From an optimization exercise on the open Yosys and OpenROAD flow, aimed at small area, a short achievable clock period and few clock cycles; shortcuts taken in it are not production practice.
At most, simulation tests tie the RTL to the original design; equivalence was not proved.
No activity file was given, so power comes from the tool's default toggle rates. The clock port is modelled as an ideal driver; clocking choices that lean on that would not hold on a real chip.

==> inputs of job 6228 <==
==> flow/design.v <==
`default_nettype none
package lbp_pkg;
    localparam int C_UP_BITS = 3;
    localparam int C_QDEPTH = 5;
endpackage
`default_nettype wire
`default_nettype none
module lbp_line_buffer #(
    parameter int DEPTH = 131,
    parameter int DW    = 8,
    parameter int UB    = 3
) (
    input  logic                  clk,
    input  logic                  load,
    input  logic [DW-1:0]         din,
    input  logic                  upd,
    input  logic [UB-1:0]         ub_in,
    output logic [DEPTH*DW-1:0]   pix,
    output logic [DEPTH*UB-1:0]   ub
);
    logic [DEPTH*DW-1:0] r_pix;
    logic [DEPTH*UB-1:0] r_ub;
    always_ff @(posedge clk) begin
        r_pix <= {r_pix[(DEPTH-1)*DW-1:0], (load ? din : r_pix[(DEPTH-1)*DW +: DW])};
        r_ub  <= {r_ub[(DEPTH-1)*UB-1:2*UB],
                  (upd ? ub_in : r_ub[UB +: UB]),
                  r_ub[0 +: UB],
                  r_ub[(DEPTH-1)*UB +: UB]};
    end
    assign pix = r_pix;
    assign ub  = r_ub;
endmodule
`default_nettype wire
`default_nettype none
module lbp_stream #(
    parameter int IMG_W = 128,
    parameter int IMG_H = 128,
    parameter int DW    = 8,
    parameter int AW    = $clog2(IMG_W*IMG_H)
) (
    input  logic          clk,
    input  logic          reset,
    input  logic          gray_ready,
    input  logic [DW-1:0] thr,
    output logic          gray_req,
    output logic [AW-1:0] gray_addr,
    input  logic [DW-1:0] gray_data,
    output logic          lbp_valid,
    input  logic          lbp_ready,
    output logic [AW-1:0] lbp_addr,
    output logic [7:0]    lbp_data,
    output logic          finish
);
    localparam int CW    = $clog2(IMG_W);
    localparam int RW    = $clog2(IMG_H);
    localparam int RD    = IMG_W + 2;             
    localparam int PW    = $clog2(RD);
    localparam int UB    = lbp_pkg::C_UP_BITS;
    localparam int QD    = lbp_pkg::C_QDEPTH;
    logic             r_started;
    logic             r_req;
    logic [CW-1:0]    r_rcol;        
    logic [RW-1:0]    r_rrow;
    logic             r_rdone;       
    logic [PW-1:0]    r_ph;          
    logic             r_infl;        
    logic             r_v0;          
    logic             r_req_code;    
    logic             r_infl_code;   
    logic             r_v0_code;     
    logic [DW-1:0]    r_thr;
    logic [QD-1:0]    r_qn;          
    logic [QD-1:0]    r_cred;        
    logic             r_lbp_valid;
    logic [CW-1:0]    r_ocol;        
    logic [RW-1:0]    r_orow;
    logic             r_finish;
    logic [RD*DW-1:0]     w_pix;
    logic [RD*UB-1:0]     w_ub;
    logic [QD-1:0][7:0]   r_q;       
    logic [DW-1:0]        w_l [0:RD-1];
    logic [DW-1:0]        r_l_out;   
    logic [DW:0]          r_ref_c;   
    logic [DW:0]          r_ref_u;   
    logic [UB-1:0]        w_up_new;
    logic [7:0]           w_code;
    logic             w_push;
    logic             w_pop;
    logic             w_rlast;
    logic             w_rdone_nxt;
    logic             w_base;
    logic             w_cr;
    logic             w_ok_hold;
    logic             w_ok_pop;
    logic             w_req_nxt;
    logic [QD-1:0]    w_cred_hold;
    logic [QD-1:0]    w_cred_pop;
    logic [QD-1:0]    w_qn_hold;
    logic [QD-1:0]    w_qn_pop;
    for (genvar k = 0; k < RD; k++) begin : g_tap
        assign w_l[k] = w_pix[k*DW +: DW];
    end
    lbp_line_buffer #(
        .DEPTH (RD),
        .DW    (DW),
        .UB    (UB)
    ) u_ring (
        .clk   (clk),
        .load  (r_infl),
        .din   (gray_data),
        .upd   (r_v0),
        .ub_in (w_up_new),
        .pix   (w_pix),
        .ub    (w_ub)
    );
    always_ff @(posedge clk) begin
        r_l_out <= w_l[RD-1];
        r_ref_c <= {1'b0, w_l[IMG_W]} + {1'b0, r_thr};
        r_ref_u <= {1'b0, w_l[0]} + {1'b0, r_thr};
    end
    assign w_up_new[0] = ({1'b0, r_l_out}      >= r_ref_u);
    assign w_up_new[1] = ({1'b0, w_l[IMG_W+1]} >= r_ref_u);
    assign w_up_new[2] = ({1'b0, w_l[IMG_W]}   >= r_ref_u);
    assign w_code[2:0] = w_ub[(IMG_W+1)*UB +: UB];
    assign w_code[3]   = ({1'b0, r_l_out}  >= r_ref_c);
    assign w_code[4]   = ({1'b0, w_l[IMG_W]} >= r_ref_c);
    assign w_code[5]   = ({1'b0, w_l[2]}   >= r_ref_c);
    assign w_code[6]   = ({1'b0, w_l[1]}   >= r_ref_c);
    assign w_code[7]   = ({1'b0, w_l[0]}   >= r_ref_c);
    assign w_push = r_v0_code;
    assign w_pop  = r_lbp_valid && lbp_ready;
    assign w_rlast     = (r_rrow == RW'(IMG_H-1)) && (r_rcol == CW'(IMG_W-1));
    assign w_rdone_nxt = r_rdone || (r_req && w_rlast);
    assign w_cr = r_req ? ((r_rrow >= RW'(2)) && (r_rcol >= CW'(1)) && (r_rcol <= CW'(IMG_W-2)))
                        : ((r_rrow >= RW'(2)) && (r_rcol >= CW'(2)));
    assign w_base      = r_started && !w_rdone_nxt && (r_ph == '0);
    assign w_ok_hold   = w_base && !r_cred[QD-1];
    assign w_ok_pop    = w_base;
    assign w_cred_hold = (w_ok_hold && w_cr) ? {r_cred[QD-2:0], 1'b1} : r_cred;
    assign w_cred_pop  = (w_ok_pop  && w_cr) ? r_cred : {1'b0, r_cred[QD-1:1]};
    assign w_req_nxt   = w_pop ? w_ok_pop : w_ok_hold;
    assign w_qn_hold   = w_push ? {r_qn[QD-2:0], 1'b1} : r_qn;
    assign w_qn_pop    = w_push ? r_qn : {1'b0, r_qn[QD-1:1]};
    always_ff @(posedge clk or posedge reset) begin
        if (reset) begin
            r_started   <= 1'b0;
            r_req       <= 1'b0;
            r_rdone     <= 1'b0;
            r_ph        <= '0;
            r_infl      <= 1'b0;
            r_v0        <= 1'b0;
            r_req_code  <= 1'b0;
            r_infl_code <= 1'b0;
            r_v0_code   <= 1'b0;
            r_cred      <= '0;
        end else begin
            if (gray_ready) r_started <= 1'b1;
            r_req   <= w_req_nxt;
            r_rdone <= w_rdone_nxt;
            if (w_req_nxt || !r_started || (r_ph == PW'(RD-1)))
                r_ph <= '0;
            else
                r_ph <= r_ph + PW'(1);
            r_infl      <= r_req;
            r_v0        <= r_infl;
            r_req_code  <= w_req_nxt && w_cr;
            r_infl_code <= r_req_code;
            r_v0_code   <= r_infl_code;
            r_cred      <= w_pop ? w_cred_pop : w_cred_hold;
        end
    end
    always_ff @(posedge clk) begin
        if (!r_started) begin
            r_rcol <= '0;
            r_rrow <= '0;
            r_ocol <= CW'(1);
            r_orow <= RW'(1);
        end else begin
            if (r_req) begin
                r_rcol <= r_rcol + CW'(1);
                if (r_rcol == CW'(IMG_W-1)) r_rrow <= r_rrow + RW'(1);
            end
            if (w_pop) begin
                if (r_ocol == CW'(IMG_W-2)) begin
                    r_ocol <= CW'(1);
                    r_orow <= r_orow + RW'(1);
                end else begin
                    r_ocol <= r_ocol + CW'(1);
                end
            end
        end
    end
    always_ff @(posedge clk) begin
        if (!r_started && gray_ready) r_thr <= thr;
    end
    logic [QD:0] w_qtop;
    assign w_qtop = {r_qn, 1'b1} & ~{1'b0, r_qn};
    always_ff @(posedge clk) begin
        for (int i = 0; i < QD; i++) begin
            if (w_pop) begin
                if (w_push && w_qtop[i+1])
                    r_q[i] <= w_code;
                else if (i < QD-1)
                    r_q[i] <= r_q[(i < QD-1) ? i+1 : i];
            end else if (w_push && w_qtop[i]) begin
                r_q[i] <= w_code;
            end
        end
    end
    always_ff @(posedge clk or posedge reset) begin
        if (reset) begin
            r_qn        <= '0;
            r_lbp_valid <= 1'b0;
            r_finish    <= 1'b0;
        end else begin
            r_qn        <= w_pop ? w_qn_pop : w_qn_hold;
            r_lbp_valid <= w_pop ? w_qn_pop[0] : w_qn_hold[0];
            if (w_pop && (r_orow == RW'(IMG_H-2)) && (r_ocol == CW'(IMG_W-2)))
                r_finish <= 1'b1;
        end
    end
    assign gray_req  = r_req;
    assign gray_addr = {r_rrow, r_rcol};
    assign lbp_valid = r_lbp_valid;
    assign lbp_addr  = {r_orow, r_ocol};
    assign lbp_data  = r_q[0];
    assign finish    = r_finish;
endmodule
`default_nettype wire
==> flow/flow/run.sh <==
#!/bin/bash
# Layout flow: the standard ORFS flow (standard.sh, with its standard
# synthesis) run whole, with two changes passed as ORFS variables:
#  - the port buffers that placement inserts are buf_2 cells instead of the
#    default choice (a slow delay cell), one per input and output port;
#  - clock tree synthesis clusters up to 30 sinks per leaf buffer and does not
#    insert dummy loads.
# make's full output goes to make.log here; ORFS keeps each step's log under
# orfs/logs/.
set -euo pipefail
bash standard.sh \
  "BUFFER_PORTS_ARGS=-buffer_cell sky130_fd_sc_hd__buf_2" \
  "CTS_ARGS=-sink_clustering_enable -repair_clock_nets -dont_use_dummy_load -sink_clustering_size 30 -sink_clustering_max_diameter 100" \
  finish > make.log 2>&1
==> flow/standard.sh <==
#!/bin/bash
# synth_recipe.tcl (not shown) runs the flow's synth.tcl, then flattens the netlist and writes it again
# the make line also repeats each setting of config.mk as NAME=value (left out here)
make -C /OpenROAD-flow-scripts/flow DESIGN_CONFIG=/design/flow/config.mk WORK_HOME=/design/flow/orfs CLKGATE_MAP_FILE= SYNTH_SCRIPT=/design/flow/synth_recipe.tcl "${@:-finish}"
==> flow/config.mk <==
export PLATFORM = sky130hd
export DESIGN_NAME = lbp_stream
export DESIGN_NICKNAME = lbp_stream
export VERILOG_FILES = /design/flow/design.v
export SDC_FILE = /design/flow/constraint.sdc
export NUM_CORES = 4
export LEC_CHECK = 0
export CAP_MARGIN = 20
export CORE_MARGIN = 2
export CORE_UTILIZATION = 40
export CTS_CLUSTER_DIAMETER = 100
export CTS_CLUSTER_SIZE = 30
export SETUP_SLACK_MARGIN = 3.4
export SLEW_MARGIN = 20
==> flow/constraint.sdc <==
create_clock -name core_clock -period 5.7 [get_ports {clk}]
set_input_delay 1.1400 -clock core_clock [delete_from_list [all_inputs] [get_ports {clk}]]
set_output_delay 1.1400 -clock core_clock [all_outputs]
set_load 0.01 [all_outputs]
==> job 9502 (differences from job 6228) <==
--- a/flow/design.v
+++ b/flow/design.v
@@ -7,5 +7,5 @@
 `default_nettype none
 module lbp_line_buffer #(
-    parameter int DEPTH = 131,
+    parameter int DEPTH = 130,
     parameter int DW    = 8,
     parameter int UB    = 3
@@ -23,7 +23,6 @@
     always_ff @(posedge clk) begin
         r_pix <= {r_pix[(DEPTH-1)*DW-1:0], (load ? din : r_pix[(DEPTH-1)*DW +: DW])};
-        r_ub  <= {r_ub[(DEPTH-1)*UB-1:2*UB],
-                  (upd ? ub_in : r_ub[UB +: UB]),
-                  r_ub[0 +: UB],
+        r_ub  <= {r_ub[(DEPTH-1)*UB-1:UB],
+                  (upd ? ub_in : r_ub[0 +: UB]),
                   r_ub[(DEPTH-1)*UB +: UB]};
     end
@@ -65,8 +64,6 @@
     logic [PW-1:0]    r_ph;          
     logic             r_infl;        
-    logic             r_v0;          
     logic             r_req_code;    
     logic             r_infl_code;   
-    logic             r_v0_code;     
     logic [DW-1:0]    r_thr;
     logic [QD-1:0]    r_qn;          
@@ -80,5 +77,5 @@
     logic [QD-1:0][7:0]   r_q;       
     logic [DW-1:0]        w_l [0:RD-1];
-    logic [DW-1:0]        r_l_out;   
+    logic [DW-1:0]        w_in;      
     logic [DW:0]          r_ref_c;   
     logic [DW:0]          r_ref_u;   
@@ -109,24 +106,24 @@
         .load  (r_infl),
         .din   (gray_data),
-        .upd   (r_v0),
+        .upd   (r_infl),
         .ub_in (w_up_new),
         .pix   (w_pix),
         .ub    (w_ub)
     );
-    always_ff @(posedge clk) begin
-        r_l_out <= w_l[RD-1];
-        r_ref_c <= {1'b0, w_l[IMG_W]} + {1'b0, r_thr};
-        r_ref_u <= {1'b0, w_l[0]} + {1'b0, r_thr};
-    end
-    assign w_up_new[0] = ({1'b0, r_l_out}      >= r_ref_u);
-    assign w_up_new[1] = ({1'b0, w_l[IMG_W+1]} >= r_ref_u);
-    assign w_up_new[2] = ({1'b0, w_l[IMG_W]}   >= r_ref_u);
-    assign w_code[2:0] = w_ub[(IMG_W+1)*UB +: UB];
-    assign w_code[3]   = ({1'b0, r_l_out}  >= r_ref_c);
-    assign w_code[4]   = ({1'b0, w_l[IMG_W]} >= r_ref_c);
-    assign w_code[5]   = ({1'b0, w_l[2]}   >= r_ref_c);
-    assign w_code[6]   = ({1'b0, w_l[1]}   >= r_ref_c);
-    assign w_code[7]   = ({1'b0, w_l[0]}   >= r_ref_c);
-    assign w_push = r_v0_code;
+    assign w_in = r_infl ? gray_data : w_l[RD-1];
+    always_ff @(posedge clk) begin
+        r_ref_c <= {1'b0, w_l[IMG_W-1]} + {1'b0, r_thr};
+        r_ref_u <= {1'b0, w_in} + {1'b0, r_thr};
+    end
+    assign w_up_new[0] = ({1'b0, w_l[IMG_W+1]} >= r_ref_u);
+    assign w_up_new[1] = ({1'b0, w_l[IMG_W]}   >= r_ref_u);
+    assign w_up_new[2] = ({1'b0, w_l[IMG_W-1]} >= r_ref_u);
+    assign w_code[2:0] = w_ub[IMG_W*UB +: UB];
+    assign w_code[3]   = ({1'b0, w_l[IMG_W+1]} >= r_ref_c);
+    assign w_code[4]   = ({1'b0, w_l[IMG_W-1]} >= r_ref_c);
+    assign w_code[5]   = ({1'b0, w_l[1]}       >= r_ref_c);
+    assign w_code[6]   = ({1'b0, w_l[0]}       >= r_ref_c);
+    assign w_code[7]   = ({1'b0, gray_data}    >= r_ref_c);
+    assign w_push = r_infl_code;
     assign w_pop  = r_lbp_valid && lbp_ready;
     assign w_rlast     = (r_rrow == RW'(IMG_H-1)) && (r_rcol == CW'(IMG_W-1));
@@ -149,8 +146,6 @@
             r_ph        <= '0;
             r_infl      <= 1'b0;
-            r_v0        <= 1'b0;
             r_req_code  <= 1'b0;
             r_infl_code <= 1'b0;
-            r_v0_code   <= 1'b0;
             r_cred      <= '0;
         end else begin
@@ -163,8 +158,6 @@
                 r_ph <= r_ph + PW'(1);
             r_infl      <= r_req;
-            r_v0        <= r_infl;
             r_req_code  <= w_req_nxt && w_cr;
             r_infl_code <= r_req_code;
-            r_v0_code   <= r_infl_code;
             r_cred      <= w_pop ? w_cred_pop : w_cred_hold;
         end
--- a/flow/config.mk
+++ b/flow/config.mk
@@ -8,7 +8,8 @@
 export CAP_MARGIN = 20
 export CORE_MARGIN = 2
-export CORE_UTILIZATION = 40
+export CORE_UTILIZATION = 55
 export CTS_CLUSTER_DIAMETER = 100
 export CTS_CLUSTER_SIZE = 30
+export PLACE_DENSITY = 0.7
 export SETUP_SLACK_MARGIN = 3.4
 export SLEW_MARGIN = 20
==> job 1656 (differences from job 6228) <==
--- a/flow/config.mk
+++ b/flow/config.mk
@@ -6,4 +6,5 @@
 export NUM_CORES = 4
 export LEC_CHECK = 0
+export ABC_AREA = 1
 export CAP_MARGIN = 20
 export CORE_MARGIN = 2
==> qor summary <==
| item | job 1656 | job 9502 | job 6228 |
|---|---|---|---|
| Run status | finished clean | finished clean | finished clean |
| Initial antenna violation count | 1 | 0 | 0 |
| Met2 WL post-DR | 19.14 mm | 18.95 mm | 17.88 mm |
| Actual transition at the worst max-transition pin | 0.9227 ns | 0.6920 ns | 0.6175 ns |
| Worst setup slack before clock tree synthesis | 2.132 ns | 2.710 ns | 2.693 ns |
| Multi-input logic portion of the cell area | 10.82% | 10.53% | 9.734% |
| Highest attainable clock frequency | 406.0 MHz | 422.7 MHz | 412.3 MHz |
| Crit path capture | gray_req | r_cred[3]$_DFFE_PP0P_ | lbp_data[6] |
| Number of buffers inserted by post-CTS setup repair | 30 | 24 | 20 |
| Wire length the detailed router placed on met1 | 25.64 mm | 24.03 mm | 24.76 mm |
| Data arrival at the endpoint of the critical path | 1.32 ns | 2.86 ns | 1.29 ns |
| Pwr per Cell Area | 474.2 nW/um^2 | 461.9 nW/um^2 | 457.1 nW/um^2 |
| Hold path endpoint | u_ring.r_pix[383]$_DFF_P_ | u_ring.r_pix[939]$_DFF_P_ | u_ring.r_pix[191]$_DFF_P_ |
| Sequential power | 0.0127 W | 0.0123 W | 0.0123 W |
| Post-Route Hold Slack | 0.2862 ns | 0.2651 ns | 0.2494 ns |
| Critical Path Sink Type | primary output | flip-flop | primary output |
| Clock distribution power | 0.00473 W | 0.00467 W | 0.00472 W |
Testbench counts of job 6228, summed over its fixed seeds: cycles 262,240.
Testbench counts of job 1656, summed over its fixed seeds: cycles 262,240.
Function not checked in job 9502: the RTL went through the layout flow alone.

==> port drivers added, routing unchanged <==
The flow's constraints put no driver on any port. The routed layouts listed below were extracted and timed again, unchanged, in two steps. Step 1 (the two cells are an assumption about what drives the block):
set clk [get_ports {clk}]
set_driving_cell -lib_cell sky130_fd_sc_hd__clkbuf_16 $clk
set_driving_cell -lib_cell sky130_fd_sc_hd__buf_2 [delete_from_list [all_inputs] $clk]
Step 2, shift: input delay + t, output delay - t, t = (earliest + latest rising clock arrival at the registers) / 2. This alone moves slack from input paths to output paths. Three values: ideal, step 1, step 2; two values: the first two.
run | t (ns) | setup WS [ns] | worst setup path at the end | slew at the worst register clock pin (ns)
job 6228 | 0.660 | 3.274 / 3.214 / 2.918 | input to register | 0.12 / 0.12
job 9502 | 0.669 | 3.334 / 3.278 / 2.897 | input to register | 0.11 / 0.11
job 1656 | 0.686 | 3.237 / 3.178 / 2.906 | input to register | 0.11 / 0.11
After both steps setup and hold are still met in every run listed. The setup slack of job 9502, which loses most, moves by -0.056 ns with the drivers and by -0.437 ns with both steps.
